From an optimization exercise on the open Yosys and OpenROAD flow, aimed at a short achievable clock period and few clock cycles per item; shortcuts taken in it are not production practice. Function was not checked in any run shown here: the RTL went through the layout flow alone. No run shown here takes its clock network from TritonCTS; it comes from the design's own scripts or RTL. No driver is modelled on the clock port, so clock power and skew are understated where the tree is cut down; a real chip needs a root buffer or a tree. No activity file was given, so power comes from the tool's default toggle rates.

--- flow/design.v ---
`default_nettype none
package axi_wr_pkg;
    localparam int ADDR_W   = 32;
    localparam int DATA_W   = 32;
    localparam int STRB_W   = DATA_W / 8;
    localparam int ID_W     = 4;
    localparam int LEN_W    = 8;
    localparam int SIZE_W   = 3;
    localparam int MAX_SIZE = 2;
    localparam int PAGE_BIT = 12;
    localparam int AW_DEPTH = 2;
    localparam int D_DEPTH  = 2;
    localparam int W_DEPTH  = 2;
    localparam int B_DEPTH  = 4;
    localparam int AW_W  = ID_W + ADDR_W + LEN_W + SIZE_W + 2;
    localparam int W_W   = DATA_W + STRB_W + 1;
    localparam int B_W   = ID_W + 2;
    localparam int MEM_W = ID_W + ADDR_W + DATA_W + STRB_W + 1;
    typedef enum logic [1:0] {
        FIXED = 2'b00,
        INCR  = 2'b01,
        WRAP  = 2'b10,
        RSVD  = 2'b11
    } burst_e;
    typedef enum logic [1:0] {
        OKAY   = 2'b00,
        SLVERR = 2'b10
    } resp_e;
    typedef struct packed {
        logic [ID_W-1:0]   id;
        logic [ADDR_W-1:0] addr;
        logic [LEN_W-1:0]  len;
        logic [SIZE_W-1:0] size;
        burst_e            burst;
    } aw_cmd_t;
    typedef struct packed {
        logic [DATA_W-1:0] data;
        logic [STRB_W-1:0] strb;
        logic              last;
    } w_beat_t;
    typedef struct packed {
        logic [ID_W-1:0] id;
        resp_e           resp;
    } b_resp_t;
    typedef struct packed {
        logic [ID_W-1:0]   id;
        logic [ADDR_W-1:0] addr;
        logic              last;
        logic              serr;
    } beat_desc_t;
    localparam int DESC_W = ID_W + ADDR_W + 2;
    typedef struct packed {
        logic [ID_W-1:0]   id;
        logic [ADDR_W-1:0] addr;
        logic [DATA_W-1:0] data;
        logic [STRB_W-1:0] strb;
        logic              last;
    } mem_wr_t;
endpackage
`default_nettype wire
`timescale 1ns/1ps
`default_nettype none
module sync_fifo #(
    parameter int WIDTH = 8,
    parameter int DEPTH = 4
) (
    input  wire logic             clk,
    input  wire logic             rst_n,
    input  wire logic             push,
    input  wire logic [WIDTH-1:0] din,
    output logic                  ready,
    input  wire logic             pop,
    output logic      [WIDTH-1:0] dout,
    output logic                  nempty
);
    localparam int PW = (DEPTH > 1) ? $clog2(DEPTH) : 1;
    logic [WIDTH-1:0] mem [DEPTH];
    logic [PW-1:0]    wr_ptr;
    logic [PW-1:0]    rd_ptr;
    logic [PW-1:0]    wr_inc;
    logic [PW-1:0]    rd_inc;
    logic [DEPTH-1:0] occ;
    logic [DEPTH-1:0] occ_up;
    logic [DEPTH-1:0] occ_dn;
    logic             ready_q;
    logic             up;
    logic             dn;
    assign ready  = ready_q;
    assign nempty = occ[0];
    assign wr_inc = (DEPTH == 1 || wr_ptr == PW'(DEPTH - 1)) ? '0 : wr_ptr + 1'b1;
    assign rd_inc = (DEPTH == 1 || rd_ptr == PW'(DEPTH - 1)) ? '0 : rd_ptr + 1'b1;
    assign up     = push && !pop;
    assign dn     = pop && !push;
    generate
        if (DEPTH == 1) begin : g_one
            assign dout   = mem[0];
            assign occ_up = 1'b1;
            assign occ_dn = 1'b0;
        end else begin : g_many
            assign dout   = mem[rd_ptr];
            assign occ_up = {occ[DEPTH-2:0], 1'b1};
            assign occ_dn = {1'b0, occ[DEPTH-1:1]};
        end
    endgenerate
    always_ff @(posedge clk) begin
        for (int i = 0; i < DEPTH; i++) begin
            if (push && wr_ptr == PW'(i)) mem[i] <= din;
        end
    end
    always_ff @(posedge clk or negedge rst_n) begin
        if (!rst_n) begin
            wr_ptr  <= '0;
            rd_ptr  <= '0;
            occ     <= '0;
            ready_q <= 1'b0;
        end else begin
            if (push) wr_ptr <= wr_inc;
            if (pop)  rd_ptr <= rd_inc;
            if (up) begin
                occ     <= occ_up;
                ready_q <= !occ_up[DEPTH-1];
            end else if (dn) begin
                occ     <= occ_dn;
                ready_q <= 1'b1;
            end else begin
                ready_q <= !occ[DEPTH-1];
            end
        end
    end
endmodule
`default_nettype wire
`timescale 1ns/1ps
`default_nettype none
module aw_decode (
    input  wire axi_wr_pkg::aw_cmd_t            cmd,
    output logic [6:0]                          mask,
    output logic                                fixed,
    output logic                                size_err
);
    always_comb begin
        mask     = ~(7'h7f << cmd.size);
        fixed    = (cmd.burst == axi_wr_pkg::FIXED);
        size_err = (cmd.size > axi_wr_pkg::SIZE_W'(axi_wr_pkg::MAX_SIZE));
    end
endmodule
`default_nettype wire
`timescale 1ns/1ps
`default_nettype none
module burst_engine (
    input  wire logic                      clk,
    input  wire logic                      rst_n,
    input  wire axi_wr_pkg::aw_cmd_t       cmd,
    input  wire logic                      cmd_nempty,
    output logic                           cmd_pop,
    input  wire axi_wr_pkg::w_beat_t       beat,
    input  wire logic                      beat_nempty,
    output logic                           beat_pop,
    output axi_wr_pkg::mem_wr_t            mem,
    output logic                           mem_we,
    input  wire logic                      mem_ready,
    input  wire logic                      can_start,
    output logic                           start,
    output logic                           resp_push,
    output logic                           resp_size_err,
    output logic [axi_wr_pkg::ID_W-1:0]    resp_id
);
    localparam int PB = axi_wr_pkg::PAGE_BIT;
    localparam int AW = axi_wr_pkg::ADDR_W;
    localparam int DW = axi_wr_pkg::DESC_W;
    logic                              act_q;
    logic [axi_wr_pkg::ID_W-1:0]       id_q;
    logic [AW-1:0]                     addr_q;
    logic [axi_wr_pkg::LEN_W-1:0]      rem_q;
    logic                              rz_q;
    logic [6:0]                        mask_q;
    logic                              fixed_q;
    logic                              serr_q;
    logic [6:0]                        dec_mask;
    logic                              dec_fixed;
    logic                              dec_serr;
    axi_wr_pkg::beat_desc_t            desc_in;
    axi_wr_pkg::beat_desc_t            desc;
    logic                              desc_ready;
    logic                              desc_nempty;
    axi_wr_pkg::mem_wr_t               mem_q;
    axi_wr_pkg::mem_wr_t               mem_nxt;
    logic                              mem_we_q;
    logic                              mlast_q;
    logic [axi_wr_pkg::ID_W-1:0]       rid_q;
    logic                              rserr_q;
    logic                              gen;
    logic                              load;
    logic                              can_issue;
    logic                              adv;
    logic                              issue;
    logic [PB-1:0]                     filled;
    logic [PB-1:0]                     stepped;
    logic [7:0]                        size_bit;
    logic                              next_carry;
    logic                              load_carry;
    logic                              carry_q;
    aw_decode u_aw_decode (
        .cmd      (cmd),
        .mask     (dec_mask),
        .fixed    (dec_fixed),
        .size_err (dec_serr)
    );
    assign gen     = act_q && desc_ready;
    assign load    = cmd_nempty && can_start && (!act_q || (gen && rz_q));
    assign start   = load;
    assign cmd_pop = load;
    assign filled     = addr_q[PB-1:0] | {5'd0, mask_q};
    assign stepped    = filled + 1'b1;
    assign size_bit   = {1'b0, mask_q} ^ {mask_q, 1'b1};
    assign next_carry = (&(addr_q[PB-1:0] | {4'd0, mask_q, 1'b1})) &&
                        !(|(addr_q[7:0] & size_bit));
    assign load_carry = &(cmd.addr[PB-1:0] | {5'd0, dec_mask});
    always_ff @(posedge clk or negedge rst_n) begin
        if (!rst_n) act_q <= 1'b0;
        else if (load) act_q <= 1'b1;
        else if (gen && rz_q) act_q <= 1'b0;
    end
    always_ff @(posedge clk) begin
        if (load) begin
            id_q    <= cmd.id;
            addr_q  <= cmd.addr;
            rem_q   <= cmd.len;
            rz_q    <= (cmd.len == 8'd0);
            mask_q  <= dec_mask;
            fixed_q <= dec_fixed;
            serr_q  <= dec_serr;
            carry_q <= load_carry;
        end else if (gen) begin
            rem_q <= rem_q - 1'b1;
            rz_q  <= (rem_q == 8'd1);
            if (fixed_q) begin
                addr_q[PB-1:0] <= addr_q[PB-1:0] & ~{5'd0, mask_q};
            end else if (!carry_q) begin
                addr_q[PB-1:0] <= stepped;
                carry_q        <= next_carry;
            end
        end
    end
    always_comb begin
        desc_in.id   = id_q;
        desc_in.addr = addr_q;
        desc_in.last = rz_q;
        desc_in.serr = serr_q;
    end
    sync_fifo #(
        .WIDTH (DW),
        .DEPTH (axi_wr_pkg::D_DEPTH)
    ) u_desc_fifo (
        .clk    (clk),
        .rst_n  (rst_n),
        .push   (gen),
        .din    (desc_in),
        .ready  (desc_ready),
        .pop    (issue),
        .dout   (desc),
        .nempty (desc_nempty)
    );
    assign can_issue = desc_nempty && beat_nempty;
    assign adv       = !mem_we_q || mem_ready;
    assign issue     = adv && can_issue;
    assign beat_pop  = issue;
    assign mem           = mem_q;
    assign mem_we        = mem_we_q;
    assign resp_push     = mem_we_q && mem_ready && mlast_q;
    assign resp_size_err = rserr_q;
    assign resp_id       = rid_q;
    always_comb begin
        mem_nxt.id   = desc.id;
        mem_nxt.addr = desc.addr;
        mem_nxt.data = beat.data;
        mem_nxt.strb = beat.strb;
        mem_nxt.last = beat.last;
    end
    always_ff @(posedge clk or negedge rst_n) begin
        if (!rst_n) mem_we_q <= 1'b0;
        else mem_we_q <= (mem_we_q && !mem_ready) || can_issue;
    end
    always_ff @(posedge clk) begin
        if (adv) begin
            mem_q   <= mem_nxt;
            mlast_q <= desc.last;
        end
        if (adv && desc.last) begin
            rid_q   <= desc.id;
            rserr_q <= desc.serr;
        end
    end
endmodule
`default_nettype wire
`timescale 1ns/1ps
`default_nettype none
module wresp_gen (
    input  wire logic                        clk,
    input  wire logic                        rst_n,
    input  wire logic                        start,
    output logic                             can_start,
    input  wire logic                        push,
    input  wire logic                        size_err,
    input  wire logic [axi_wr_pkg::ID_W-1:0] id,
    output axi_wr_pkg::b_resp_t              b,
    output logic                             b_valid,
    input  wire logic                        b_ready
);
    localparam int CAP = axi_wr_pkg::B_DEPTH + 1;
    axi_wr_pkg::b_resp_t new_resp;
    axi_wr_pkg::b_resp_t q_head;
    axi_wr_pkg::b_resp_t b_q;
    logic                b_valid_q;
    logic                q_nempty;
    logic                q_push;
    logic                q_pop;
    logic                take;
    logic                b_pop;
    logic [CAP-1:0]      out_q;
    always_comb begin
        new_resp.id   = id;
        new_resp.resp = size_err ? axi_wr_pkg::SLVERR : axi_wr_pkg::OKAY;
    end
    assign b         = b_q;
    assign b_valid   = b_valid_q;
    assign b_pop     = b_valid_q && b_ready;
    assign take      = !b_valid_q || b_ready;
    assign q_pop     = take && q_nempty;
    assign q_push    = push && (q_nempty || !take);
    assign can_start = !out_q[CAP-1];
    sync_fifo #(
        .WIDTH (axi_wr_pkg::B_W),
        .DEPTH (axi_wr_pkg::B_DEPTH)
    ) u_b_fifo (
        .clk    (clk),
        .rst_n  (rst_n),
        .push   (q_push),
        .din    (new_resp),
        .ready  (),
        .pop    (q_pop),
        .dout   (q_head),
        .nempty (q_nempty)
    );
    always_ff @(posedge clk or negedge rst_n) begin
        if (!rst_n) begin
            b_valid_q <= 1'b0;
            out_q     <= '0;
        end else begin
            b_valid_q <= (b_valid_q && !b_ready) || q_nempty || push;
            case ({start, b_pop})
                2'b10:   out_q <= {out_q[CAP-2:0], 1'b1};
                2'b01:   out_q <= {1'b0, out_q[CAP-1:1]};
                default: out_q <= out_q;
            endcase
        end
    end
    always_ff @(posedge clk) begin
        if (take) b_q <= q_nempty ? q_head : new_resp;
    end
endmodule
`default_nettype wire
`timescale 1ns/1ps
`default_nettype none
module axi_wr_slave (
    input  wire logic                  clk,
    input  wire logic                  rst_n,
    input  wire axi_wr_pkg::aw_cmd_t   aw,
    input  wire logic                  aw_valid,
    output logic                       aw_ready,
    input  wire axi_wr_pkg::w_beat_t   w,
    input  wire logic                  w_valid,
    output logic                       w_ready,
    output axi_wr_pkg::b_resp_t        b,
    output logic                       b_valid,
    input  wire logic                  b_ready,
    output axi_wr_pkg::mem_wr_t        mem,
    output logic                       mem_we,
    input  wire logic                  mem_ready
);
    axi_wr_pkg::aw_cmd_t           aw_head;
    axi_wr_pkg::w_beat_t           w_head;
    logic                          aw_nempty;
    logic                          aw_pop;
    logic                          w_nempty;
    logic                          w_pop;
    logic                          can_start;
    logic                          start;
    logic                          resp_push;
    logic                          resp_size_err;
    logic [axi_wr_pkg::ID_W-1:0]   resp_id;
    sync_fifo #(
        .WIDTH (axi_wr_pkg::AW_W),
        .DEPTH (axi_wr_pkg::AW_DEPTH)
    ) u_aw_fifo (
        .clk    (clk),
        .rst_n  (rst_n),
        .push   (aw_valid && aw_ready),
        .din    (aw),
        .ready  (aw_ready),
        .pop    (aw_pop),
        .dout   (aw_head),
        .nempty (aw_nempty)
    );
    sync_fifo #(
        .WIDTH (axi_wr_pkg::W_W),
        .DEPTH (axi_wr_pkg::W_DEPTH)
    ) u_w_fifo (
        .clk    (clk),
        .rst_n  (rst_n),
        .push   (w_valid && w_ready),
        .din    (w),
        .ready  (w_ready),
        .pop    (w_pop),
        .dout   (w_head),
        .nempty (w_nempty)
    );
    burst_engine u_burst_engine (
        .clk           (clk),
        .rst_n         (rst_n),
        .cmd           (aw_head),
        .cmd_nempty    (aw_nempty),
        .cmd_pop       (aw_pop),
        .beat          (w_head),
        .beat_nempty   (w_nempty),
        .beat_pop      (w_pop),
        .mem           (mem),
        .mem_we        (mem_we),
        .mem_ready     (mem_ready),
        .can_start     (can_start),
        .start         (start),
        .resp_push     (resp_push),
        .resp_size_err (resp_size_err),
        .resp_id       (resp_id)
    );
    wresp_gen u_wresp_gen (
        .clk       (clk),
        .rst_n     (rst_n),
        .start     (start),
        .can_start (can_start),
        .push      (resp_push),
        .size_err  (resp_size_err),
        .id        (resp_id),
        .b         (b),
        .b_valid   (b_valid),
        .b_ready   (b_ready)
    );
endmodule
`default_nettype wire
--- flow/flow/run.sh ---
#!/bin/bash
# Standard synthesis and layout with three changes:
# - the clock tree: the clock port feeds four first-level clock buffers,
#   each feeding a share of 24 leaf buffers placed at the centres of
#   flip-flop clusters, so every flip-flop sees two clock buffers
#   (balanced, lower insertion delay than the stock H-tree);
# - sizing may change a cell's footprint (MATCH_CELL_FOOTPRINT=0);
# - port buffering and timing repair do not use delay cells (nodly.tcl).
# Each step's full output goes to a log of its own here.
set -euo pipefail
here=$(pwd)
nd="$here/flow/nodly.tcl"
hooks=(MATCH_CELL_FOOTPRINT=0 PRE_FLOORPLAN_TCL="$nd" PRE_GLOBAL_PLACE_TCL="$nd"
       PRE_RESIZE_TCL="$nd" PRE_REPAIR_TIMING_POST_PLACE_TCL="$nd" PRE_DETAIL_PLACE_TCL="$nd"
       PRE_GLOBAL_ROUTE_TCL="$nd" PRE_DETAIL_ROUTE_TCL="$nd")
bash standard.sh synth > "$here/log_1_synth.log" 2>&1
bash standard.sh "${hooks[@]}" floorplan place > "$here/log_2_place.log" 2>&1
bash standard.sh "${hooks[@]}" PRE_CTS_TCL="$here/flow/cts_tree.tcl" cts > "$here/log_3_cts.log" 2>&1
bash standard.sh "${hooks[@]}" finish > "$here/log_4_finish.log" 2>&1
--- flow/flow/cts_tree.tcl ---
# Manual two-level clock tree: the clock port feeds NROOT first-level
# buffers, each feeding its share of NLEAF leaf buffers, each leaf feeding
# a cluster of flip-flop clock pins (k-means on pin location).
proc kmeans {pts k iters} {
  # pts: list of {x y}; returns list of cluster index per point and centroids
  set n [llength $pts]
  set cents {}
  # seed: sort by x then pick evenly spaced
  set sorted [lsort -real -index 0 $pts]
  for {set i 0} {$i < $k} {incr i} { lappend cents [lindex $sorted [expr {int(($i + 0.5) * $n / $k)}]] }
  set asg [lrepeat $n 0]
  for {set it 0} {$it < $iters} {incr it} {
    set asg {}
    foreach p $pts {
      lassign $p x y
      set best 0; set bd 1e18; set ci 0
      foreach c $cents { lassign $c cx cy; set d [expr {($x-$cx)*($x-$cx)+($y-$cy)*($y-$cy)}]; if {$d < $bd} {set bd $d; set best $ci}; incr ci }
      lappend asg $best
    }
    set sx [lrepeat $k 0.0]; set sy [lrepeat $k 0.0]; set sn [lrepeat $k 0]
    foreach p $pts a $asg { lassign $p x y; lset sx $a [expr {[lindex $sx $a]+$x}]; lset sy $a [expr {[lindex $sy $a]+$y}]; lset sn $a [expr {[lindex $sn $a]+1}] }
    set nc {}
    for {set i 0} {$i < $k} {incr i} { if {[lindex $sn $i] > 0} { lappend nc [list [expr {[lindex $sx $i]/[lindex $sn $i]}] [expr {[lindex $sy $i]/[lindex $sn $i]}]] } else { lappend nc [lindex $cents $i] } }
    set cents $nc
  }
  return [list $asg $cents]
}

proc build_tree {nroot nleaf bufname} {
  set block [ord::get_db_block]
  set master [[ord::get_db] findMaster $bufname]
  set clknet [$block findNet clk]
  # sinks
  set sinks {}; set pts {}
  foreach it [$clknet getITerms] {
    set inst [$it getInst]
    if {[[$inst getMaster] isSequential] || [string match "*df*" [[$inst getMaster] getName]]} {
      lassign [$inst getLocation] x y
      lappend sinks $it; lappend pts [list $x $y]
    }
  }
  puts "sinks [llength $sinks]"
  lassign [kmeans $pts $nleaf 20] asg cents
  # leaf buffers
  set leaves {}
  for {set i 0} {$i < $nleaf} {incr i} {
    set b [odb::dbInst_create $block $master "clkleaf_$i"]
    set n [odb::dbNet_create $block "clknet_leaf_$i"]
    $n setSigType CLOCK
    lassign [lindex $cents $i] cx cy
    $b setLocation [expr {int($cx)}] [expr {int($cy)}]
    $b setPlacementStatus PLACED
    [$b findITerm X] connect $n
    lappend leaves $b
  }
  foreach it $sinks a $asg { $it disconnect; $it connect [$block findNet "clknet_leaf_$a"] }
  # first level: cluster the leaves
  set lpts {}
  foreach c $cents { lappend lpts $c }
  lassign [kmeans $lpts $nroot 20] rasg rcents
  for {set r 0} {$r < $nroot} {incr r} {
    set b [odb::dbInst_create $block $master "clkroot_$r"]
    set n [odb::dbNet_create $block "clknet_root_$r"]
    $n setSigType CLOCK
    lassign [lindex $rcents $r] cx cy
    $b setLocation [expr {int($cx)}] [expr {int($cy)}]
    $b setPlacementStatus PLACED
    [$b findITerm X] connect $n
    [$b findITerm A] connect $clknet
  }
  foreach l $leaves a $rasg { [$l findITerm A] connect [$block findNet "clknet_root_$a"] }
  $clknet setSigType CLOCK
}

# Run from cts.tcl's PRE_CTS hook: build the tree here and leave
# clock_tree_synthesis with nothing to do. The rest of the CTS step
# (legalisation, timing repair, checks) runs as usual.
source [file join [file dirname [info script]] nodly.tcl]
source [file join [file dirname [info script]] outfix.tcl]
fix_outputs sky130_fd_sc_hd__buf_4 sky130_fd_sc_hd__buf_2
build_tree 4 24 sky130_fd_sc_hd__clkbuf_16
rename clock_tree_synthesis ""
proc clock_tree_synthesis {args} { puts "manual clock tree in place; clock_tree_synthesis skipped" }
--- flow/flow/nodly.tcl ---
# Keep delay cells out of port buffering and timing repair: sizing picks
# them as "larger" buffers although they are slow. Hold is met without them.
set_dont_use [get_lib_cells {sky130_fd_sc_hd__clkdlybuf4s* sky130_fd_sc_hd__dlygate* sky130_fd_sc_hd__dlymetal*}]
--- flow/flow/outfix.tcl ---
# For each output port: the port buffer, and the flip-flop that drives it.
proc out_pairs {} {
  set block [ord::get_db_block]
  set pairs {}
  foreach bt [$block getBTerms] {
    if {[$bt getIoType] ne "OUTPUT"} continue
    set net [$bt getNet]
    set drv ""
    foreach it [$net getITerms] { if {[$it isOutputSignal]} { set drv $it } }
    if {$drv eq ""} continue
    set buf [$drv getInst]
    set ain ""
    foreach it [$buf getITerms] { if {[$it isInputSignal]} { set ain $it } }
    if {$ain eq ""} continue
    set ff ""
    foreach it [[$ain getNet] getITerms] { if {[$it isOutputSignal]} { set ff [$it getInst] } }
    if {$ff eq "" || ![[$ff getMaster] isSequential]} continue
    lappend pairs [list $buf $ff $ain]
  }
  return $pairs
}

# Move each output flip-flop next to its port buffer, give the port buffer
# more drive, and hang the flip-flop's other loads off a buffer of their own
# so the flip-flop output sees only the port buffer and that one buffer.
proc fix_outputs {bufcell splitcell} {
  set block [ord::get_db_block]
  set db [ord::get_db]
  set bm [$db findMaster $bufcell]
  set sm [$db findMaster $splitcell]
  set n 0; set s 0
  foreach p [out_pairs] {
    lassign $p buf ff ain
    lassign [$buf getLocation] x y
    $ff setLocation $x $y
    if {$bufcell ne ""} { $buf swapMaster $bm }
    set qnet [$ain getNet]
    set others {}
    foreach it [$qnet getITerms] {
      if {[$it isInputSignal] && [$it getInst] ne $buf} { lappend others $it }
    }
    if {[llength $others] > 0} {
      set sb [odb::dbInst_create $block $sm "outsplit_$s"]
      set sn [odb::dbNet_create $block "outsplit_net_$s"]
      $sb setLocation $x $y
      $sb setPlacementStatus PLACED
      foreach it $others { $it disconnect; $it connect $sn }
      foreach it [$sb getITerms] {
        if {[$it isInputSignal]} { $it connect $qnet }
        if {[$it isOutputSignal]} { $it connect $sn }
      }
      incr s
    }
    incr n
  }
  puts "fixed $n output flip-flops, split $s"
}
--- flow/standard.sh ---
#!/bin/bash
# synth_recipe.tcl (not shown) runs the flow's synth.tcl, then flattens the netlist and writes it again
# the make line also repeats each setting of config.mk as NAME=value (left out here)
make -C /OpenROAD-flow-scripts/flow DESIGN_CONFIG=/design/flow/config.mk WORK_HOME=/design/flow/orfs CLKGATE_MAP_FILE= SYNTH_SCRIPT=/design/flow/synth_recipe.tcl "${@:-finish}"
--- flow/config.mk ---
export PLATFORM = sky130hd
export DESIGN_NAME = axi_wr_slave
export DESIGN_NICKNAME = axi_wr_slave
export VERILOG_FILES = /design/flow/design.v
export SDC_FILE = /design/flow/constraint.sdc
export NUM_CORES = 4
export LEC_CHECK = 0
export ABC_CLOCK_PERIOD_IN_PS = 1800
export CAP_MARGIN = 20
export CORE_MARGIN = 2
export CORE_UTILIZATION = 70
export GPL_TIMING_DRIVEN = 1
export PLACE_DENSITY = 0.8
export SETUP_SLACK_MARGIN = 3.5
export SLEW_MARGIN = 20
--- flow/constraint.sdc ---
create_clock -name core_clock -period 5.5 [get_ports {clk}]
set_input_delay 1.1000 -clock core_clock [delete_from_list [all_inputs] [get_ports {clk}]]
set_output_delay 1.1000 -clock core_clock [all_outputs]
set_load 0.01 [all_outputs]
==> summary.md, run 1 <==
| Metric | Value |
|---|---|
| Setup WS post-layout | 3.38 ns |
| GRT Total Usage | 27.2% |
| CP peak stage delay | 0.47 ns |
| Post-synth ARST share | 7.08% |
| Slowest CP cell | dfrtp_1 |
| Nets@finish | 1234 |
| DPL Wire Length | 18.2 mm |
| Ys flop type | edfxtp_1 |
| Post-synth net total | 1000 |
| Ys Warns | 11 |
| Gpl congestion | 0.835 |
| WS Path Type | flop to flop |
| Initial Utilization | 71.9% |
| Ant diodes | 0 |
| Routed WL | 35.4 mm |
| Final Max Slew Viols | 0 |
| Top cells by count, synth | edfxtp_1 (407), mux2_2 (105), nand2_1 (43) |
| First-pass GRT wire length | 50.7 mm |
| Synth-to-Final Area Change | 18.1% |
| Post-synthesis sequential area ratio | 79.4% |
| ANT nets after route | 0 |
| Initial antenna violation count | 0 |
| Wire per inst | 24.7 um |
| CP Cell Sequence | inv_1 -> ha_1 -> a222oi_1 -> o21ai_0 -> mux2_2 |
| DP Worst Slack | 2.41 ns |
| Post-synth top area share | 74.7% |
| CP Capture Type | flop |
| IO Port Bufs | 173 |
| Outcome | finished clean |
| Critical Path RT | 5.55 ns |
| Maximum vdd drop | 326 uV |
| Max_slew headroom | 36.8% |
| Core ar. | 22800 um^2 |
| Die extent in x | 157 um |
| Synth unique cells | 54 |
| Vias in the first global route | 8838 |
| Final setup viols | 0 |
| Least-Margin Pin Slew | 0.947 ns |
| Max Cap Viol | 0 |
| Most frequent cell after synthesis | edfxtp_1 |
| Layout Skew | 0.0623 ns |
| Clk slew on worst S/H paths | 0.08 ns |
| Worst Hold Class | flop to flop |
| Number of enable flip-flop cells after synthesis | 407 |
| Mapped Area | 16400 um^2 |
| 1st-iter DRT viols | 906 |
| #FFs+latches synth | 438 |
| Mapped Cells | 889 |
| Die height | 157 um |
| Vias | 8833 |
| Synth area leaders | edfxtp_1 (75%), mux2_2 (7.2%), dfrtp_1 (4.7%), mux2i_1 (1.5%), ha_1 (1.5%) |
| Drt drc | 0 |
| DR pass1 iterations | 5 |
| Max FO, Critical Path | 5 |
| Overflow after GRT | 0 |
| RSZ-0062 raised after global routing | yes |
| Period utilization | 38.6% |
| Hold Violations, Final | 0 |
| Pin count of the biggest net entering global routing | 43 |
| Arrival @ worst endpoint | 2.18 ns |
| Setup_tns | 0 ns |
| Die area | 24600 um^2 |
| Fin crit period | 2.12 ns |
| Startpoint types | flop |
| Row Count | 55 |
| Leak pwr | 6.82 nW |
| Vias/cell | 6.16 |
| Worst-Skew Late Latency | 0.36 ns |
| PD cells | 568 nW/um^2 |
| Maximum clock rate | 471 MHz |
| I/O pins | 175 |
| Area leader, netlist | edfxtp_1 |
| Layout cells sized above 1 | 28.1% |
| Avg Inst Size Synth | 18.4 um^2 |
[final timing paths]
check                                               startpoint                                    end  slack [ns]  cells after the start
worst max-delay path            u_wresp_gen.u_b_fifo.rd_ptr[0]                     u_wresp_gen.b_q[2]        3.38                      5
worst min-delay path                 u_burst_engine.addr_q[29]  u_burst_engine.u_desc_fifo.mem[1][31]        0.45                      0
worst max register to register  u_wresp_gen.u_b_fifo.rd_ptr[0]                     u_wresp_gen.b_q[2]        3.38                      5
worst min register to register       u_burst_engine.addr_q[29]  u_burst_engine.u_desc_fifo.mem[1][31]        0.45                      0
max in group asynchronous                                rst_n                       u_aw_fifo.rd_ptr        3.92                      1
min in group asynchronous                                rst_n                u_burst_engine.mem_we_q        0.89                      1
[area by class of cell]
type                            count  area [um^2]
Fill cell                         979         3450
Sequential cell                   438        13000
Buffer                             32          721
Tap cell                          313          392
Timing Repair Buffer              217         1620
Inverter                           19         90.1
Multi-Input combinational cell    415         3500
[stage by stage]
stage	total power [mW]	hold WS, ns	instances	utilization [%]	area [um^2]
floorplan	7.36	0.421	889	-	16500
global placement	8.07	0.422	1355	76.6	17500
detailed placement	8.24	0.429	1356	76.7	17500
CTS	10.4	0.429	1429	83.8	19100
global route	11.4	0.451	1434	84.9	19300
finish	11.0	0.445	1434	84.9	19300
[state kept, by name (all words and copies together), names as in the netlist, 2 cells and up]
name / count
u_aw_fifo.mem: 98
u_burst_engine.u_desc_fifo.mem: 76
u_w_fifo.mem: 74
u_burst_engine.mem_q: 73
u_burst_engine.addr_q: 32
u_wresp_gen.u_b_fifo.mem: 20
u_burst_engine.rem_q: 8
u_burst_engine.mask_q: 7
u_wresp_gen.b_q: 5
u_wresp_gen.out_q: 5
u_burst_engine.id_q: 4
u_burst_engine.rid_q: 4
u_wresp_gen.u_b_fifo.occ: 4
u_aw_fifo.occ: 2
u_burst_engine.u_desc_fifo.occ: 2
u_w_fifo.occ: 2
u_wresp_gen.u_b_fifo.rd_ptr: 2
u_wresp_gen.u_b_fifo.wr_ptr: 2
[layer usage]
layer	up-vias	part of all wire [%]	GRT usage [%]
met4	0	3.3	6.77
met1	4412	35	35.6
met5	-	0	0
li1	3879	-	-
met3	76	8.1	3.52
met2	466	53	49.2
[critical path: cells and delay by family, from the launching register on]
family,cells,cell delay [ns]
AO/OA/AOI/OAI,2,0.64
adder cells (fa/ha/maj),1,0.30
multiplexers,1,0.32
buffers and inverters,1,0.12
flip-flops,1,0.47
[layout by cell type, fill, tap and decap left out, drive strengths merged, types with 11 or more instances in the layout]
master    n
edfxtp  407
buf     213
mux2    105
nand2    43
clkbuf   36
o21ai    33
dfrtp    31
nor2     31
a21oi    26
mux2i    24
inv      19
ha       19
xor2     11
nand2b   11
[logic make-up (layout without fill, tap and decap cells)]
family,Yosys count,in the layout,synth area share [%]
flops,438,438,79.4
simple gates,138,147,4.36
mux,129,129,8.69
compound gates,99,99,3.79
buf+inv,45,268,1.22
xor+xnor,20,20,1.07
fa+ha+maj,19,19,1.45
other cells,1,1,0.0229
[repair_timing]
action | CTS | global route
hold buffers | 0 | 0
endpoints found under the setup margin | 381 | 88
resized for setup | 72 | 58
endpoints found under the hold margin | 0 | 0
buffers inserted | 29 | 4
gates cloned | 12 | 1
pin swaps | 20 | 3
[report_power, final]
| group | switching [mW] | total, mW | internal, mW |
|---|---|---|---|
| clock network | 0.968 | 1.88 | 0.909 |
| logic | 1.71 | 3.22 | 1.50 |
| registers | 0.713 | 5.87 | 5.16 |
| total | 3.40 | 11.0 | 7.58 |
==> inputs of run 2 (changes only) <==
--- a/flow/config.mk
+++ b/flow/config.mk
@@ -8,8 +8,8 @@
 export ABC_CLOCK_PERIOD_IN_PS = 1800
 export CAP_MARGIN = 20
 export CORE_MARGIN = 2
-export CORE_UTILIZATION = 70
+export CORE_UTILIZATION = 55
 export GPL_TIMING_DRIVEN = 1
-export PLACE_DENSITY = 0.8
-export SETUP_SLACK_MARGIN = 3.5
+export PLACE_DENSITY = 0.55
+export SETUP_SLACK_MARGIN = 3.6
 export SLEW_MARGIN = 20
==> summary.md, run 2 <==
| Metric | Value |
|---|---|
| Outcome | finished clean |
| CP peak stage delay | 0.43 ns (-0.04 ns) |
| Core ar. | 29500 um^2 (+29%) |
| Gpl congestion | 0.771 (-7.7%) |
| Fin crit period | 2.02 ns (-0.108 ns) |
| Switching power total | 3.29 mW (-3.2%) |
| Synth area leaders | edfxtp_1 (75%), mux2_2 (7.2%), dfrtp_1 (4.7%), mux2i_1 (1.5%), ha_1 (1.5%) |
| RSZ-0062 raised after global routing | yes |
| Leak pwr | 6.99 nW (+2.5%) |
| Synth unique cells | 54 (unchanged) |
| CP Capture Type | primary output |
| Layout cells sized above 1 | 29.7% (+1.6 points) |
| 1st-iter DRT viols | 615 (-32%) |
| Routed WL | 32.0 mm (-9.6%) |
| Fill cell total of the finished layout | 1947 (+99%) |
| Sequential power share | 52.3% (-1.2 points) |
| Startpoint types | flop |
| Number of enable flip-flop cells after synthesis | 407 (unchanged) |
| Net Sw Frac | 29.7% (-1.2 points) |
| Hold Violations, Final | 0 (unchanged) |
| Vias in the first global route | 8490 (-3.9%) |
| Post-synth net total | 1000 (unchanged) |
| Ant diodes | 0 (unchanged) |
| First-pass GRT wire length | 48.2 mm (-4.9%) |
| Area leader, netlist | edfxtp_1 |
| PD cells | 556 nW/um^2 (-2.1%) |
| Largest register FFs | 98 (unchanged) |
| Post-synth ARST share | 7.08% (unchanged) |
| DPL Wire Length | 17.2 mm (-5.5%) |
| Avg Inst Size Synth | 18.4 um^2 (unchanged) |
| Wire per inst | 20.8 um (-16%) |
| #FFs+latches synth | 438 (unchanged) |
| Top reg by flops | u_aw_fifo.mem |
| Top delay family on crit path | flip-flops |
| Commonest non-fill, non-tap cell in the layout | edfxtp_1 |
| DR pass1 iterations | 5 (unchanged) |
| Final Max Slew Viols | 0 (unchanged) |
| Ys Warns | 11 (unchanged) |
| Mapped Area | 16400 um^2 (unchanged) |
| Most frequent cells in the layout | edfxtp_1 (407), buf_1 (110), mux2_2 (105), buf_6 (93), nand2_1 (38) |
| Maximum vdd drop | 340 uV (+4.6%) |
| Setup WS post-layout | 3.48 ns (+0.108 ns) |
| Vias/cell | 5.50 (-11%) |
| Pin count of the biggest net entering global routing | 55 (+28%) |
| Setup_tns | 0 ns (unchanged) |
| Max FO, Critical Path | 1 (-4) |
| Post-synth top area share | 74.7% (unchanged) |
| Top cells by count, synth | edfxtp_1 (407), mux2_2 (105), nand2_1 (43) |
| Final setup viols | 0 (unchanged) |
| Die height | 177 um (+12%) |
| Logic pwr share | 31.2% (+1.9 points) |
| Ys flop type | edfxtp_1 |
| Nets@finish | 1259 (+2.0%) |
| Hold Buf Count CTS | 0 (unchanged) |
| WS Path Type | flop to primary output |
| Top Registers | u_aw_fifo.mem: 98 flops, u_burst_engine.u_desc_fifo.mem: 76 flops, u_w_fifo.mem: 74 flops |
| Multi-input logic area | 3600 um^2 (+2.7%) |
| Clk slew on worst S/H paths | 0.07 ns (about the same) |
| Vias | 8451 (-4.3%) |
| Layout Skew | 0.0328 ns (-0.0295 ns) |
| Post-synthesis sequential area ratio | 79.4% (unchanged) |
| Worst Path Buf+Inv | 1 (unchanged) |
| Die area | 31200 um^2 (+27%) |
| Int Pwr | 7.77 mW (+2.5%) |
| Arrival @ worst endpoint | 0.92 ns (-1.26 ns) |
| Least-Margin Pin Slew | 0.970 ns (+0.0230 ns) |
| DP Worst Slack | 2.36 ns (-0.0497 ns) |
| Slowest CP cell | edfxtp_1 |
| Area after DPL | 17600 um^2 (+0.83%) |
| Mapped Cells | 889 (unchanged) |
| Maximum clock rate | 496 MHz (+5.3%) |
| ANT nets after route | 0 (unchanged) |
| Worst Hold Class | flop to flop |
| Drt drc | 0 (unchanged) |
| GRT Total Usage | 20.1% (-7.2 points) |
| Period utilization | 36.6% (-2.0 points) |
| Initial antenna violation count | 0 (unchanged) |
| Critical Path RT | 4.40 ns (-1.15 ns) |
| Initial Utilization | 55.5% (-16 points) |
| Row Count | 63 (+15%) |
| IO Port Bufs | 173 (unchanged) |
| Design area | 19900 um^2 (+2.9%) |
| Worst-Skew Late Latency | 0.34 ns (-0.02 ns) |
| Max_slew headroom | 35.3% (-1.5 points) |
| I/O pins | 175 (unchanged) |
| Overflow after GRT | 0 (unchanged) |
| Max Cap Viol | 0 (unchanged) |
| Die extent in x | 177 um (+12%) |
| Synth-to-Final Area Change | 21.5% |
| FF+latch area | 13000 um^2 (unchanged) |
| CP Cell Sequence | buf_6 |
| Clk pwr share | 16.5% (-0.6 points) |
| Most frequent cell after synthesis | edfxtp_1 |
## run 2: cell families (layout without fill, tap and decap cells)
group	Yosys count	in the layout	share of synthesized area, %
compound gates	99	99	3.79
xor+xnor	20	20	1.07
fa+ha+maj	19	19	1.45
buf+inv	45	292	1.22
flops	438	438	79.4
mux	129	129	8.69
other cells	1	1	0.0229
simple gates	138	148	4.36
## run 2: area by class of cell
cell class	instances	share of cell area [%]
buffer	32	3.62
timing repair buffer	241	10.1
tap	390	2.45
multi-input combinational	416	18.1
inverter	19	0.409
sequential	438	65.4
## run 2: path summary, 6_finish.rpt
kind                                            from                               endpoint  slack [ns]  cells after the start
min in group asynchronous                      rst_n                       u_aw_fifo.wr_ptr        0.76                      1
setup reg to reg            u_burst_engine.mask_q[1]               u_burst_engine.addr_q[6]        3.70                      7
hold / removal             u_burst_engine.addr_q[21]  u_burst_engine.u_desc_fifo.mem[0][23]        0.44                      0
max in group asynchronous                      rst_n      u_burst_engine.u_desc_fifo.rd_ptr        4.34                      1
hold reg to reg            u_burst_engine.addr_q[21]  u_burst_engine.u_desc_fifo.mem[0][23]        0.44                      0
setup / recovery            u_burst_engine.mem_q[31]                                mem[31]        3.48                      1
## run 2: metrics by stage
stage               instances  power, mW  util [%]  hold WS, ns
floorplan                 889       7.37         -        0.421
global placement         1432       8.17      59.6        0.422
detailed placement       1434       8.28      59.8        0.432
CTS                      1524       10.6      66.2        0.432
global route             1536       11.6      67.5        0.454
finish                   1536       11.1      67.5        0.437
## run 2: what timing repair did
item                                    4_1_cts  5_1_grt
buffers inserted                             43       12
cloned                                       15        0
endpoints found under the setup margin      418      147
resized for setup                           132       92
pin swaps                                    23        2
## run 2: power groups by stage
stage | clock network [mW] | registers, mW | logic (mW)
floorplan | 0 | 5.72 | 1.65
detailed placement | 0 | 5.79 | 2.49
global placement | 0 | 5.76 | 2.41
finish | 1.83 | 5.78 | 3.44
CTS | 1.49 | 5.84 | 3.23
global route | 1.99 | 5.91 | 3.71
## run 2: routing by layer
layer	part of all wire [%]	vias up	global-route usage, %
li1	-	3946	-
met1	43	4201	28.3
met2	48	248	33.2
met3	5.8	56	2.84
met4	2.9	0	5.37
met5	0	-	0
==> inputs of run 3 (changes only) <==
--- a/flow/config.mk
+++ b/flow/config.mk
@@ -8,8 +8,8 @@
 export ABC_CLOCK_PERIOD_IN_PS = 1800
 export CAP_MARGIN = 20
 export CORE_MARGIN = 2
-export CORE_UTILIZATION = 55
-export GPL_TIMING_DRIVEN = 1
-export PLACE_DENSITY = 0.55
+export CORE_UTILIZATION = 45
+export GPL_TIMING_DRIVEN = 0
+export PLACE_DENSITY = 0.6
 export SETUP_SLACK_MARGIN = 3.6
 export SLEW_MARGIN = 20
==> summary.md, run 3 <==
| Metric | Value |
|---|---|
| Wire per inst | 21.1 um (+1.1%) |
| Worst reg-to-reg setup slack | 3.68 ns (-0.02 ns) |
| Synth-to-Final Area Change | 25.1% |
| Routed WL | 34.9 mm (+9.0%) |
| Min Hold Slack | 0.416 ns (-0.0211 ns) |
| CP peak stage delay | 0.41 ns (-0.02 ns) |
| Commonest non-fill, non-tap cell in the layout | edfxtp_1 |
| Die extent in x | 195 um (+10%) |
| Maximum clock rate | 496 MHz (about the same) |
| Mapped Cells | 889 (unchanged) |
| Most frequent cells in the layout | edfxtp_1 (407), buf_1 (110), mux2_2 (104), buf_6 (86), clkbuf_16 (41) |
| DP Worst Slack | 2.41 ns (+0.0491 ns) |
| Least-Margin Pin Slew | 0.632 ns (-0.338 ns) |
| Final setup viols | 0 (unchanged) |
| Overflow after GRT | 0 (unchanged) |
| Critical Path RT | 4.40 ns (about the same) |
| Ys flop type | edfxtp_1 |
| Layout Skew | 0.0385 ns (+0.00575 ns) |
| Max_slew headroom | 57.8% (+23 points) |
| Pin count of the biggest net entering global routing | 44 (-20%) |
| Area after DPL | 17900 um^2 (+1.7%) |
| Worst Path Buf+Inv | 1 (unchanged) |
| Post-synthesis sequential area ratio | 79.4% (unchanged) |
| Clk slew on worst S/H paths | 0.09 ns (+0.02 ns) |
| GRT Total Usage | 18.1% (-2.0 points) |
| Setup WS post-layout | 3.48 ns (-0.000790 ns) |
| Fin cells | 1656 (+7.8%) |
| Post-synth top area share | 74.7% (unchanged) |
| WS Path Type | flop to primary output |
| DR pass1 iterations | 5 (unchanged) |
| Die area | 37900 um^2 (+22%) |
| Initial antenna violation count | 1 (+1) |
| Max Cap Viol | 0 (unchanged) |
| Worst hold stages | 0 (unchanged) |
| Startpoint types | flop |
| First-pass GRT wire length | 53.3 mm (+11%) |
| Synth unique cells | 54 (unchanged) |
| Hold Buf Count CTS | 0 (unchanged) |
| Outcome | finished clean |
| Nets@finish | 1307 (+3.8%) |
| Vias | 8555 (+1.2%) |
| Initial Utilization | 45.9% (-9.6 points) |
| Top cells by count, synth | edfxtp_1 (407), mux2_2 (105), nand2_1 (43) |
| Total power | 11.3 mW (+2.5%) |
| #FFs+latches synth | 438 (unchanged) |
| Top delay family on crit path | flip-flops |
| Drt drc | 0 (unchanged) |
| Top reg by flops | u_aw_fifo.mem |
| Synth area leaders | edfxtp_1 (75%), mux2_2 (7.2%), dfrtp_1 (4.7%), mux2i_1 (1.5%), ha_1 (1.5%) |
| CP Cell Sequence | buf_6 |
| Row Count | 69 (+9.5%) |
| Area leader, netlist | edfxtp_1 |
| RR Startpoint | u_burst_engine.mask_q[2] |
| Crit path from | u_burst_engine.mem_q[43] |
| Die height | 195 um (+10%) |
| CP Capture Point | mem[43] |
| Mapped Area | 16400 um^2 (unchanged) |
| CP Capture Type | primary output |
| Core ar. | 35700 um^2 (+21%) |
| Setup_tns | 0 ns (unchanged) |
| Post-synth ARST share | 7.08% (unchanged) |
| Layout cells sized above 1 | 32.7% (+3.0 points) |
| DPL Wire Length | 19.7 mm (+15%) |
| IO Port Bufs | 173 (unchanged) |
| Leak pwr | 7.25 nW (+3.8%) |
| ANT nets after route | 0 (unchanged) |
| Worst-Skew Late Latency | 0.36 ns (+0.02 ns) |
| 1st-iter DRT viols | 482 (-22%) |
| Avg Inst Size Synth | 18.4 um^2 (unchanged) |
| Period utilization | 36.7% (about the same) |
| Hold Violations, Final | 0 (unchanged) |
| Max FO, Critical Path | 1 (unchanged) |
| RR Endpoint | u_burst_engine.addr_q[7] |
| Stages on worst setup path | 1 (unchanged) |
| Ys Warns | 11 (unchanged) |
| Final Max Slew Viols | 0 (unchanged) |
| Vias in the first global route | 8785 (+3.5%) |
| Arrival @ worst endpoint | 0.92 ns (about the same) |
| Final core utilization | 57.4% (-10 points) |
| Most frequent cell after synthesis | edfxtp_1 |
| Inst Count DP | 1530 (+6.7%) |
| Number of enable flip-flop cells after synthesis | 407 (unchanged) |
| Gpl congestion | 0.848 (+9.9%) |
| Vias/cell | 5.17 (-6.1%) |
| RSZ-0062 raised after global routing | yes |
| Slowest CP cell | edfxtp_1 |
| Reg2reg path depth | 5 (-2) |
| Top Registers | u_aw_fifo.mem: 98 flops, u_burst_engine.u_desc_fifo.mem: 76 flops, u_w_fifo.mem: 74 flops |
| Maximum vdd drop | 362 uV (+6.4%) |
| PD cells | 553 nW/um^2 (-0.39%) |
| Fin crit period | 2.02 ns (+0.000790 ns) |
| I/O pins | 175 (unchanged) |
| Design area | 20500 um^2 (+3.0%) |
| Worst Hold Class | flop to flop |
| Largest register FFs | 98 (unchanged) |
| Post-synth net total | 1000 (unchanged) |
-- run 3: cell counts after synthesis --
No cell type changed its count.
-- run 3: worst min path at each step --
| stage | from | to | slack, ns |
|---|---|---|---|
| after floorplan | u_burst_engine.serr_q | u_burst_engine.u_desc_fifo.mem[0][0] | 0.42 |
| after global placement | u_burst_engine.addr_q[24] | u_burst_engine.u_desc_fifo.mem[0][26] | 0.42 |
| after detailed placement | u_burst_engine.addr_q[24] | u_burst_engine.u_desc_fifo.mem[1][26] | 0.43 |
| after CTS | u_burst_engine.addr_q[24] | u_burst_engine.u_desc_fifo.mem[1][26] | 0.43 |
| after global routing | u_burst_engine.serr_q | u_burst_engine.u_desc_fifo.mem[1][0] | 0.42 |
| final | u_burst_engine.serr_q | u_burst_engine.u_desc_fifo.mem[1][0] | 0.42 |
-- run 3: final cells by class --
class | count | area [um^2]
Buffer | 58 | 910
Inverter | 19 | 75.1
Sequential cell | 438 | 13000
Tap cell | 461 | 577
Antenna cell | 1 | 2.50
Timing Repair Buffer | 266 | 2320
Fill cell | 2713 | 15200
Multi-Input combinational cell | 413 | 3610
-- run 3: cells by family after synthesis --
kind of cell               count (synthesis)  share of synthesized area, %
buffers and inverters                     45                          1.22
other                                      1                        0.0229
muxes                                    129                          8.69
DFF                                      438                          79.4
adders and majority gates                 19                          1.45
AOI/OAI and AO/OA                         99                          3.79
xor gates and xnor gates                  20                          1.07
and+or+nand+nor                          138                          4.36
-- run 3: timing repair --
| item | 4_1_cts | 5_1_grt |
|---|---|---|
| gates resized for setup | 126 | 96 |
| cloned | 24 | 1 |
| setup buffers | 41 | 27 |
| pin swaps | 23 | 8 |
| setup endpoints to repair | 384 | 175 |
-- run 3: per-layer routing --
layer | vias up | wire (um) | global-route usage (%) | share of wire, %
met1 | 4252 | 14500 | 24.0 | 41
met2 | 212 | 17800 | 32.2 | 51
met5 | - | 0 | 0 | 0
met3 | 46 | 1810 | 2.19 | 5.2
met4 | 0 | 813 | 3.93 | 2.3
li1 | 4045 | - | - | -
-- run 3: where the power goes --
group	total, mW	switching, mW	internal, mW
registers	5.68	0.532	5.15
clock network	1.86	0.950	0.908
logic	3.80	1.92	1.87
==> inputs of run 4 (changes only) <==
--- a/flow/design.v
+++ b/flow/design.v
@@ -188,6 +188,10 @@
     logic                              mlast_q;
     logic [axi_wr_pkg::ID_W-1:0]       rid_q;
     logic                              rserr_q;
+    logic                              fire;
+    logic                              fire_q;
+    logic [axi_wr_pkg::ID_W-1:0]       pid_q;
+    logic                              pserr_q;
     logic                              gen;
     logic                              load;
     logic                              can_issue;
@@ -266,9 +270,9 @@
     assign beat_pop  = issue;
     assign mem           = mem_q;
     assign mem_we        = mem_we_q;
-    assign resp_push     = mem_we_q && mem_ready && mlast_q;
-    assign resp_size_err = rserr_q;
-    assign resp_id       = rid_q;
+    assign resp_push     = fire_q;
+    assign resp_size_err = pserr_q;
+    assign resp_id       = pid_q;
     always_comb begin
         mem_nxt.id   = desc.id;
         mem_nxt.addr = desc.addr;
@@ -276,9 +280,15 @@
         mem_nxt.strb = beat.strb;
         mem_nxt.last = beat.last;
     end
+    assign fire = mem_we_q && mem_ready && mlast_q;
     always_ff @(posedge clk or negedge rst_n) begin
-        if (!rst_n) mem_we_q <= 1'b0;
-        else mem_we_q <= (mem_we_q && !mem_ready) || can_issue;
+        if (!rst_n) begin
+            mem_we_q <= 1'b0;
+            fire_q   <= 1'b0;
+        end else begin
+            mem_we_q <= (mem_we_q && !mem_ready) || can_issue;
+            fire_q   <= fire;
+        end
     end
     always_ff @(posedge clk) begin
         if (adv) begin
@@ -289,6 +299,10 @@
             rid_q   <= desc.id;
             rserr_q <= desc.serr;
         end
+        if (fire) begin
+            pid_q   <= rid_q;
+            pserr_q <= rserr_q;
+        end
     end
 endmodule
 `default_nettype wire
==> summary.md, run 4 <==
| Metric | Value |
|---|---|
| Reg2reg path depth | 7 (+2) |
| Worst Path Buf+Inv | 1 (unchanged) |
| 1st-iter DRT viols | 535 (+11%) |
| Worst Hold Class | flop to flop |
| PD cells | 549 nW/um^2 (-0.72%) |
| Maximum clock rate | 491 MHz (-1.0%) |
| Synth unique cells | 61 (+13%) |
| RSZ-0062 raised after global routing | yes |
| GRT Total Usage | 16.8% (-1.3 points) |
| Period utilization | 37.0% (+0.38 points) |
| Die area | 38500 um^2 (+1.4%) |
| Hold Buf Count CTS | 0 (unchanged) |
| Largest register FFs | 98 (unchanged) |
| Design area | 20300 um^2 (-0.89%) |
| Gpl congestion | 0.816 (-3.7%) |
| Die height | 196 um (+0.71%) |
| Max_slew headroom | 55.2% (-2.7 points) |
| Overflow after GRT | 0 (unchanged) |
| Maximum vdd drop | 299 uV (-18%) |
| Nets@finish | 1278 (-2.2%) |
| Stages on worst setup path | 1 (unchanged) |
| CP Capture Type | primary output |
| Hold Violations, Final | 0 (unchanged) |
| Avg Inst Size Synth | 18.4 um^2 (+0.10%) |
| Max Cap Viol | 0 (unchanged) |
| Top cells by count, synth | edfxtp_1 (412), mux2_2 (106), nand2_1 (47) |
| Layout cells sized above 1 | 30.0% (-2.6 points) |
| IO Port Bufs | 173 (unchanged) |
| Final Max Slew Viols | 0 (unchanged) |
| Startpoint types | flop |
| Post-synth top area share | 74.5% (-0.16 points) |
| Fin crit period | 2.04 ns (+0.0208 ns) |
| Final setup viols | 0 (unchanged) |
| Wire per inst | 20.3 um (-3.5%) |
| ANT nets after route | 0 (unchanged) |
| Layout Skew | 0.0496 ns (+0.0111 ns) |
| Commonest non-fill, non-tap cell in the layout | edfxtp_1 |
| Slowest CP cell | edfxtp_1 |
| Routed WL | 33.3 mm (-4.8%) |
| Core ar. | 36400 um^2 (+2.2%) |
| FF+latch area | 13200 um^2 (+1.4%) |
| Worst-Skew Late Latency | 0.37 ns (about the same) |
| DR pass1 iterations | 5 (unchanged) |
| #FFs+latches synth | 444 (+1.4%) |
| Fin cells | 1634 (-1.3%) |
| Vias | 8480 (-0.88%) |
| WS Path Type | flop to primary output |
| Setup WS post-layout | 3.46 ns (-0.0208 ns) |
| Top Registers | u_aw_fifo.mem: 98 flops, u_burst_engine.u_desc_fifo.mem: 76 flops, u_w_fifo.mem: 74 flops |
| Area after DPL | 18200 um^2 (+1.4%) |
| Number of enable flip-flop cells after synthesis | 412 (+1.2%) |
| Vias in the first global route | 8601 (-2.1%) |
| Inst Count DP | 1549 (+1.2%) |
| Initial Utilization | 45.6% (-0.33 points) |
| Max FO, Critical Path | 1 (unchanged) |
| Fill cell total of the finished layout | 2855 (+5.2%) |
| I/O pins | 175 (unchanged) |
| Least-Margin Pin Slew | 0.673 ns (+0.0401 ns) |
| Most frequent cells in the layout | edfxtp_1 (412), mux2_2 (105), buf_1 (102), buf_6 (93), nand2_1 (40) |
| Worst hold stages | 0 (unchanged) |
| Critical Path RT | 4.40 ns (about the same) |
| Vias/cell | 5.19 (+0.46%) |
| Leak pwr | 7.09 nW (-2.2%) |
| Area leader, netlist | edfxtp_1 |
| Total power | 11.2 mW (-1.6%) |
| Row Count | 70 (+1.4%) |
| Post-synth ARST share | 7.21% (+0.13 points) |
| Die extent in x | 196 um (+0.71%) |
| CP peak stage delay | 0.43 ns (+0.02 ns) |
| Multi-input logic area | 3570 um^2 (-1.1%) |
| DP Worst Slack | 2.76 ns (+0.349 ns) |
| Mapped Area | 16600 um^2 (+1.5%) |
| Ys flop type | edfxtp_1 |
| Clk slew on worst S/H paths | 0.10 ns (about the same) |
| Post-synthesis sequential area ratio | 79.3% (-0.082 points) |
| First-pass GRT wire length | 50.0 mm (-6.1%) |
| Arrival @ worst endpoint | 0.94 ns (+0.02 ns) |
| Outcome | finished clean |
| Top reg by flops | u_aw_fifo.mem |
| Synth-to-Final Area Change | 22.2% |
| Pin count of the biggest net entering global routing | 44 (unchanged) |
| Post-synth net total | 1012 (+1.2%) |
| Setup_tns | 0 ns (unchanged) |
| DPL Wire Length | 19.5 mm (-0.90%) |
| Mapped Cells | 901 (+1.3%) |
| Ys Warns | 11 (unchanged) |
| Synth area leaders | edfxtp_1 (74%), mux2_2 (7.2%), dfrtp_1 (4.8%), ha_1 (1.4%), mux2i_1 (1.1%) |
| CP Cell Sequence | buf_6 |
| Drt drc | 0 (unchanged) |
| Most frequent cell after synthesis | edfxtp_1 |
| Top delay family on crit path | flip-flops |
| Initial antenna violation count | 3 (+2) |
[run 4: changes by cell type after synthesis, moves of 3 or more]
cell,change
o2111ai_1,+3
edfxtp_1,+5
mux2i_1,-5
nand2b_1,-6
nor4_1,+3
or4_1,-3
nand3_1,+5
clkbuf_1,-4
o21ai_1,+3
nand2_1,+4
or3_1,+3
[run 4: per-stage QoR]
step,hold WS [ns],utilization [%]
after global placement,0.403,49.4
after CTS,0.406,54.8
after floorplan,0.400,-
after global routing,0.432,55.7
after detailed placement,0.406,49.9
final,0.423,55.7
[run 4: area by class of cell]
| class | instances | share of cell area [%] |
|---|---|---|
| Tap cell | 468 | 2.88 |
| Inverter | 20 | 0.382 |
| Timing Repair Buffer | 226 | 9.84 |
| Buffer | 57 | 4.42 |
| Antenna cell | 1 | 0.0123 |
| Sequential cell | 444 | 64.9 |
| Multi-Input combinational cell | 418 | 17.6 |
[run 4: timing repair]
| action | in CTS | in global routing |
|---|---|---|
| buffers inserted | 34 | 3 |
| endpoints found under the setup margin | 318 | 113 |
| cloned | 15 | 0 |
| pin swaps | 23 | 1 |
| hold endpoints to repair | 0 | 0 |
| resized for setup | 77 | 91 |
[run 4: cell families (layout without fill, tap and decap cells)]
logic type,Yosys count,count (layout),synth area share [%]
DFF,444,444,79.3
and+or+nand+nor,142,148,4.26
muxes,125,125,8.33
AOI/OAI and AO/OA,103,103,4.12
buffers and inverters,45,303,1.36
xor gates and xnor gates,22,22,1.16
adders and majority gates,19,19,1.43
other,1,2,0.0226
[run 4: worst paths after layout]
path	endpoint	from	slack [ns]
max	mem[55]	u_burst_engine.mem_q[55]	3.46
min	u_burst_engine.pid_q[0]	u_burst_engine.rid_q[0]	0.42
max reg2reg	u_wresp_gen.out_q[0]	u_burst_engine.rz_q	3.67
min reg2reg	u_burst_engine.pid_q[0]	u_burst_engine.rid_q[0]	0.42
max in group asynchronous	u_w_fifo.rd_ptr	rst_n	4.32
min in group asynchronous	u_wresp_gen.out_q[0]	rst_n	0.70
[run 4: power breakdown]
part           switching, mW  internal (mW)
clock                  0.960          0.908
combinational           1.84           1.76
sequential             0.517           5.17
[run 4: layer usage]
layer | global-route usage (%) | part of all wire [%]
met1 | 21.6 | 42
met2 | 30.0 | 50
met3 | 2.82 | 5.7
met4 | 3.84 | 2.5
met5 | 0 | 0.081
==> inputs of run 5 (changes only) <==
--- a/flow/config.mk
+++ b/flow/config.mk
@@ -8,8 +8,8 @@
 export ABC_CLOCK_PERIOD_IN_PS = 1800
 export CAP_MARGIN = 20
 export CORE_MARGIN = 2
-export CORE_UTILIZATION = 45
-export GPL_TIMING_DRIVEN = 0
-export PLACE_DENSITY = 0.6
+export CORE_UTILIZATION = 55
+export GPL_TIMING_DRIVEN = 1
+export PLACE_DENSITY = 0.55
 export SETUP_SLACK_MARGIN = 3.6
 export SLEW_MARGIN = 20
==> summary.md, run 5 <==
| Metric | Value |
|---|---|
| Pin count of the biggest net entering global routing | 45 (+2.3%) |
| Synth Area in Compound Gates | 4.12% (unchanged) |
| Ys Warns | 11 (unchanged) |
| Synth-to-Final Area Change | 21.4% |
| Post-synth ARST share | 7.21% (unchanged) |
| Row Count | 63 (-10%) |
| Maximum vdd drop | 330 uV (+10%) |
| Worst Hold Class | flop to flop |
| Largest register FFs | 98 (unchanged) |
| Setup_tns | 0 ns (unchanged) |
| CP peak stage delay | 0.44 ns (about the same) |
| Worst reg-to-reg setup slack | 3.68 ns (about the same) |
| Top delay family on crit path | flip-flops |
| Hold Buf Count CTS | 0 (unchanged) |
| Most frequent cells in the layout | edfxtp_1 (412), mux2_2 (106), buf_1 (99), buf_6 (99), nand2_1 (39) |
| Vias in the first global route | 8696 (+1.1%) |
| Top Registers | u_aw_fifo.mem: 98 flops, u_burst_engine.u_desc_fifo.mem: 76 flops, u_w_fifo.mem: 74 flops |
| Synth unique cells | 61 (unchanged) |
| IO Port Bufs | 173 (unchanged) |
| WS Path Type | flop to primary output |
| Fin crit period | 2.03 ns (-0.0105 ns) |
| Critical Path RT | 4.40 ns (about the same) |
| Top reg by flops | u_aw_fifo.mem |
| Clk slew on worst S/H paths | 0.08 ns (-0.02 ns) |
| Area after DPL | 17800 um^2 (-1.9%) |
| CP Cell Sequence | buf_6 |
| Startpoint types | flop |
| Leak pwr | 7.05 nW (-0.56%) |
| Gpl congestion | 0.800 (-2.0%) |
| Ys flop type | edfxtp_1 |
| DR pass1 iterations | 5 (unchanged) |
| Drt drc | 0 (unchanged) |
| Most frequent cell after synthesis | edfxtp_1 |
| Mapped Area | 16600 um^2 (unchanged) |
| CP Capture Type | primary output |
| Max_slew headroom | 59.6% (+4.4 points) |
| Design area | 20200 um^2 (-0.67%) |
| Mapped Cells | 901 (unchanged) |
| Period utilization | 36.8% (-0.19 points) |
| 1st-iter DRT viols | 718 (+34%) |
| Number of enable flip-flop cells after synthesis | 412 (unchanged) |
| Area leader, netlist | edfxtp_1 |
| Synth area leaders | edfxtp_1 (74%), mux2_2 (7.2%), dfrtp_1 (4.8%), ha_1 (1.4%), mux2i_1 (1.1%) |
| Outcome | finished clean |
| Wire per inst | 22.0 um (+8.1%) |
| GRT Total Usage | 21.2% (+4.4 points) |
| Die height | 178 um (-9.4%) |
| ANT nets after route | 0 (unchanged) |
| #FFs+latches synth | 444 (unchanged) |
| RSZ-0062 raised after global routing | yes |
| Post-synthesis simple-gate area fraction | 4.26% (unchanged) |
| Max Cap Viol | 0 (unchanged) |
| Layout cells sized above 1 | 30.9% (+0.83 points) |
| First-pass GRT wire length | 51.3 mm (+2.5%) |
| Overflow after GRT | 0 (unchanged) |
| Final setup viols | 0 (unchanged) |
| Commonest non-fill, non-tap cell in the layout | edfxtp_1 |
| Least-Margin Pin Slew | 0.603 ns (-0.0698 ns) |
| PD cells | 552 nW/um^2 (+0.42%) |
| Slowest CP cell | edfxtp_1 |
| Worst-Skew Late Latency | 0.35 ns (-0.02 ns) |
| Largest family of logic cells by synthesized area | multiplexers |
| Worst Path Buf+Inv | 1 (unchanged) |
| Nets@finish | 1266 (-0.94%) |
| Avg Inst Size Synth | 18.4 um^2 (unchanged) |
| Core ar. | 29700 um^2 (-18%) |
| Die area | 31600 um^2 (-18%) |
| Final Max Slew Viols | 0 (unchanged) |
| Die extent in x | 178 um (-9.4%) |
| Post-synthesis mux area share | 8.33% (unchanged) |
| Maximum clock rate | 493 MHz (+0.52%) |
| Post-synth net total | 1012 (unchanged) |
| Initial Utilization | 55.9% (+10 points) |
| Post-synth top area share | 74.5% (unchanged) |
| Hold Violations, Final | 0 (unchanged) |
| Layout Skew | 0.0339 ns (-0.0157 ns) |
| Post-Synth Adder-Cell Area | 1.43% (unchanged) |
| Initial antenna violation count | 0 (-3) |
| Max FO, Critical Path | 1 (unchanged) |
| DPL Wire Length | 18.4 mm (-5.5%) |
| I/O pins | 175 (unchanged) |
| Routed WL | 34.0 mm (+2.1%) |
| Top cells by count, synth | edfxtp_1 (412), mux2_2 (106), nand2_1 (47) |
| Post-synthesis sequential area ratio | 79.3% (unchanged) |
| Post-synthesis xor/xnor area fraction | 1.16% (unchanged) |
| Vias | 8569 (+1.0%) |
| Vias/cell | 5.55 (+6.9%) |
| Arrival @ worst endpoint | 0.93 ns (about the same) |
-- run 5: cell type report --
class / instances / area (um^2)
Multi-Input combinational cell: 423 / 3640
Fill cell: 1933 / 9550
Timing Repair Buffer: 234 / 2040
Tap cell: 390 / 488
Sequential cell: 444 / 13200
Buffer: 32 / 721
Inverter: 20 / 92.6
Antenna cell: 1 / 2.50
-- run 5: stage by stage --
step	setup WS, ns	hold slack (ns)	total power [mW]	util, %	instances
2_1_floorplan	2.91	0.400	7.41	-	901
3_3_place_gp	2.34	0.400	8.21	59.9	1446
3_5_place_dp	2.51	0.406	8.28	59.9	1447
4_1_cts	3.29	0.406	10.6	66.7	1542
5_1_grt	3.44	0.438	11.7	67.9	1543
6_report	3.47	0.424	11.1	67.9	1544
-- run 5: routing by layer --
metal	vias to the layer above	share of wire (%)	track usage [%]
met4	0	2.0	3.86
met3	46	5.5	2.93
li1	3989	-	-
met1	4287	43	30.0
met2	247	49	35.9
met5	-	0	0
-- run 5: kinds of logic after synthesis --
family,Yosys count
flip-flops,444
buffers and inverters,45
AO/OA/AOI/OAI,103
multiplexers,125
AND/OR/NAND/NOR,142
adder cells (fa/ha/maj),19
XOR/XNOR,22
other,1
-- run 5: power by group --
part	switching, mW	total (mW)	internal (mW)
registers	0.677	5.86	5.18
logic	1.73	3.41	1.68
clock network	0.953	1.86	0.909
-- run 5: final timing paths --
kind / from / endpoint / depth (start not counted)
min in group asynchronous: rst_n / u_wresp_gen.out_q[1] / 1
max in group asynchronous: rst_n / u_burst_engine.u_desc_fifo.rd_ptr / 1
worst min-delay path: u_burst_engine.rid_q[2] / u_burst_engine.pid_q[2] / 0
worst max register to register: u_aw_fifo.occ[0] / u_burst_engine.id_q[3] / 4
worst min register to register: u_burst_engine.rid_q[2] / u_burst_engine.pid_q[2] / 0
worst max-delay path: u_burst_engine.mem_q[54] / mem[54] / 1
-- run 5: worst register-to-register path: stages, from the launching register on --
cell,delay (ns)
dfrtp_1,0.41
nor2b_2,0.30
nand2_8,0.21
inv_12,0.26
clkbuf_4,0.32
-- run 5: repair_timing --
item,4_1_cts,5_1_grt
setup endpoints to repair,436,169
endpoints found under the hold margin,0,0
gates resized for setup,136,92
gates cloned,20,0
setup buffers,43,1
pin swaps,21,2

==> port drivers added, routing unchanged <==
Ports are ideal in the flow. The routed layouts listed here were re-timed in OpenROAD.
Step 1: set_driving_cell puts a clkbuf_16 on clk and a buf_2 on each other input, an assumption about the parent block.
Step 2 times the ports against the registers' clock, not the clock port: input delays grow and output delays shrink by t, the midpoint of the rising clock arrivals with the driver on.
a / b / c = ideal / step 1 / step 2; a / b = the first two.
run	shift t [ns]	setup slack, ns	latest minus earliest clock arrival (ns)	slew at the worst register clock pin (ns)	worst slew at a driven data input, ns
run 1	0.439	3.377 / 3.314 / 3.189	0.063 / 0.064	0.10 / 0.10	0.07
run 2	0.426	3.485 / 3.384 / 3.259	0.035 / 0.035	0.10 / 0.10	0.08
run 3	0.446	3.484 / 3.373 / 3.218	0.041 / 0.042	0.09 / 0.09	0.08
run 4	0.445	3.463 / 3.346 / 3.346	0.075 / 0.076	0.10 / 0.10	0.11
run 5	0.433	3.473 / 3.372 / 3.253	0.040 / 0.040	0.10 / 0.10	0.07
After both steps setup and hold are still met in every run listed. For run 3, which loses most, drivers alone change the setup slack by -0.111 ns; drivers and shift together by -0.266 ns.
